Background: an optimization exercise with open tools, aiming at a short achievable clock period and few clock cycles per item. Do not read the settings as production practice.
Where RTL was checked, it was by simulation tests only, not by an equivalence proof against the original.
Power and IR drop assume default switching activity.

==> module rv_fetch, before the edit <==
module rv_fetch
#(
    parameter int IMEM_DEPTH = 64
) (
    input  logic                          clk,
    input  logic                          rst,
    input  logic                          run,
    input  logic                          imem_we,
    input  logic [$clog2(IMEM_DEPTH)-1:0] imem_addr,
    input  rv_pkg::word_t                         imem_wdata,
    input  logic                          redirect,
    input  rv_pkg::word_t                         redirect_pc,
    output rv_pkg::word_t                         f_instr,
    output rv_pkg::word_t                         f_pc
);
    localparam int IMEM_AW = $clog2(IMEM_DEPTH);
    rv_pkg::word_t imem [0:IMEM_DEPTH-1];
    rv_pkg::word_t pc;
    rv_pkg::word_t rd_word;
    logic  pending;  
    logic  is_ctrl;
    always_ff @(posedge clk) begin
        if (imem_we && !run) begin
            imem[imem_addr] <= imem_wdata;
        end
    end
    assign rd_word = imem[pc[IMEM_AW+1:2]];  
    assign is_ctrl = (rd_word[6:0] == OP_BRANCH) || (rd_word[6:0] == OP_JAL) || (rd_word[6:0] == OP_JALR);
    always_ff @(posedge clk) begin
        if (rst || !run) begin
            pc      <= '0;
            pending <= 1'b0;
            f_instr <= NOP_INSTR;
        end else if (redirect) begin
            pc      <= redirect_pc;
            pending <= 1'b0;
            f_instr <= NOP_INSTR;  
        end else if (pending) begin
            f_instr <= NOP_INSTR;
        end else begin
            pc      <= pc + 32'd4;
            pending <= is_ctrl;
            f_instr <= rd_word;
        end
    end
    always_ff @(posedge clk) begin
        f_pc <= pc;
    end
endmodule
==> module rv_retire, before the edit <==
module rv_retire
(
    input  logic     clk,
    input  logic     rst,
    input  rv_pkg::instr_t   e_instr,
    input  rv_pkg::word_t    e_result,
    input  rv_pkg::word_t    e_target,
    output logic     wb_we,
    output rv_pkg::reg_idx_t wb_addr,
    output rv_pkg::word_t    wb_data,
    output logic     redirect,
    output rv_pkg::word_t    redirect_pc
);
    logic writes_rd;
    logic is_ctrl;
    assign writes_rd = (e_instr.r.opcode == OP_R) || (e_instr.r.opcode == OP_I) || (e_instr.r.opcode == OP_LUI) ||
                       (e_instr.r.opcode == OP_AUIPC) || (e_instr.r.opcode == OP_JAL) || (e_instr.r.opcode == OP_JALR);
    assign is_ctrl   = (e_instr.r.opcode == OP_BRANCH) || (e_instr.r.opcode == OP_JAL) || (e_instr.r.opcode == OP_JALR);
    always_ff @(posedge clk) begin
        if (rst) begin
            wb_we    <= 1'b0;
            redirect <= 1'b0;
        end else begin
            wb_we    <= writes_rd;
            redirect <= is_ctrl;  
        end
    end
    always_ff @(posedge clk) begin
        wb_addr     <= e_instr.r.rd;
        wb_data     <= e_result;
        redirect_pc <= e_target;
    end
endmodule
clock: 7.5 ns
lec_check: 0
cap_margin: 20
core_margin: 2
core_utilization: 40
slew_margin: 20
run.sh (not shown) runs the stock make flow with config.mk's settings and CLKGATE_MAP_FILE= SYNTH_SCRIPT=/design/flow/synth_recipe.tcl, a recipe that flattens the netlist after the stock synthesis.
The baseline finished with timing, DRC and antenna clean.
Next try:
--- a/flow/design.v
+++ b/flow/design.v
@@ -117,38 +117,42 @@
     localparam int IMEM_AW = $clog2(IMEM_DEPTH);
     rv_pkg::word_t imem [0:IMEM_DEPTH-1];
     rv_pkg::word_t pc;
     rv_pkg::word_t rd_word;
     logic  pending;  
     logic  is_ctrl;
+    rv_pkg::word_t tg_word;
+    logic  tg_ctrl;
     always_ff @(posedge clk) begin
         if (imem_we && !run) begin
             imem[imem_addr] <= imem_wdata;
         end
     end
     assign rd_word = imem[pc[IMEM_AW+1:2]];  
+    assign tg_word = imem[redirect_pc[IMEM_AW+1:2]];
+    assign tg_ctrl = (tg_word[6:0] == OP_BRANCH) || (tg_word[6:0] == OP_JAL) || (tg_word[6:0] == OP_JALR);
     assign is_ctrl = (rd_word[6:0] == OP_BRANCH) || (rd_word[6:0] == OP_JAL) || (rd_word[6:0] == OP_JALR);
     always_ff @(posedge clk) begin
         if (rst || !run) begin
             pc      <= '0;
             pending <= 1'b0;
             f_instr <= NOP_INSTR;
         end else if (redirect) begin
-            pc      <= redirect_pc;
-            pending <= 1'b0;
-            f_instr <= NOP_INSTR;  
+            pc      <= redirect_pc + 32'd4;
+            pending <= tg_ctrl;
+            f_instr <= tg_word;
         end else if (pending) begin
             f_instr <= NOP_INSTR;
         end else begin
             pc      <= pc + 32'd4;
             pending <= is_ctrl;
             f_instr <= rd_word;
         end
     end
     always_ff @(posedge clk) begin
-        f_pc <= pc;
+        f_pc <= redirect ? redirect_pc : pc;
     end
 endmodule
 `default_nettype wire
 `default_nettype none
 import rv_pkg::*;
 module rv_decode
@@ -338,23 +342,22 @@
     assign writes_rd = (e_instr.r.opcode == OP_R) || (e_instr.r.opcode == OP_I) || (e_instr.r.opcode == OP_LUI) ||
                        (e_instr.r.opcode == OP_AUIPC) || (e_instr.r.opcode == OP_JAL) || (e_instr.r.opcode == OP_JALR);
     assign is_ctrl   = (e_instr.r.opcode == OP_BRANCH) || (e_instr.r.opcode == OP_JAL) || (e_instr.r.opcode == OP_JALR);
     always_ff @(posedge clk) begin
         if (rst) begin
             wb_we    <= 1'b0;
-            redirect <= 1'b0;
         end else begin
             wb_we    <= writes_rd;
-            redirect <= is_ctrl;  
         end
     end
     always_ff @(posedge clk) begin
         wb_addr     <= e_instr.r.rd;
         wb_data     <= e_result;
-        redirect_pc <= e_target;
     end
+    assign redirect    = is_ctrl;
+    assign redirect_pc = e_target;
 endmodule
 `default_nettype wire
 `default_nettype none
 module rv_core #(
     parameter int IMEM_DEPTH = 64
 ) (
The new run ran to the end with no violations.
Synthesized area climbs by 9.7%.
Clock skew goes up by 0.0066 ns.
Flip-flop and latch count came out lower by 33.
Core utilization came out lower by 0.32 points.
Routed wire length climbs by 21%.
Combinational power rose by about 20%.
Power increases by 2.0%.
Global-route usage went up by 2.8 points.
Count of clock-buffer cells in the layout climbs by 7.
Design area rises by 8.9%.
Die area increases by 9.7%.
Synthesized cell count increases by 11%.
Testbench counts after the change, summed over its fixed seeds: cycles 195,826, instrs 139,500.
Only the layout flow was run in the first run of this note; the RTL was not checked for function there.

static timing again, ports no longer ideal:
No port has a modelled driver above. Below, the same layouts with a new extraction and two added sets of constraints. Step 1 (the two cells are an assumption about what drives the block):
set clk [get_ports {clk}]
set_driving_cell -lib_cell sky130_fd_sc_hd__clkbuf_16 $clk
set_driving_cell -lib_cell sky130_fd_sc_hd__buf_2 [delete_from_list [all_inputs] $clk]
Step 2 times the ports against the registers' clock, not the clock port: input delays grow and output delays shrink by t, the midpoint of the rising clock arrivals with the driver on. Three values: no drivers, after step 1, after step 2; two values: the first two.
| run | shift t [ns] | setup slack, ns | worst setup path after step 2 | clock arrival spread, ns | slew at the worst register clock pin (ns) |
|---|---|---|---|---|---|
| the first run | 1.064 | 1.643 / 1.596 / 1.596 | input to output | 0.083 / 0.084 | 0.07 / 0.07 |
| the second run | 1.094 | 1.491 / 1.432 / 1.432 | input to output | 0.080 / 0.080 | 0.08 / 0.08 |
After both steps every run listed still meets setup and hold. For the second run, which loses most, drivers alone change the setup slack by -0.059 ns; drivers and shift together by -0.059 ns.
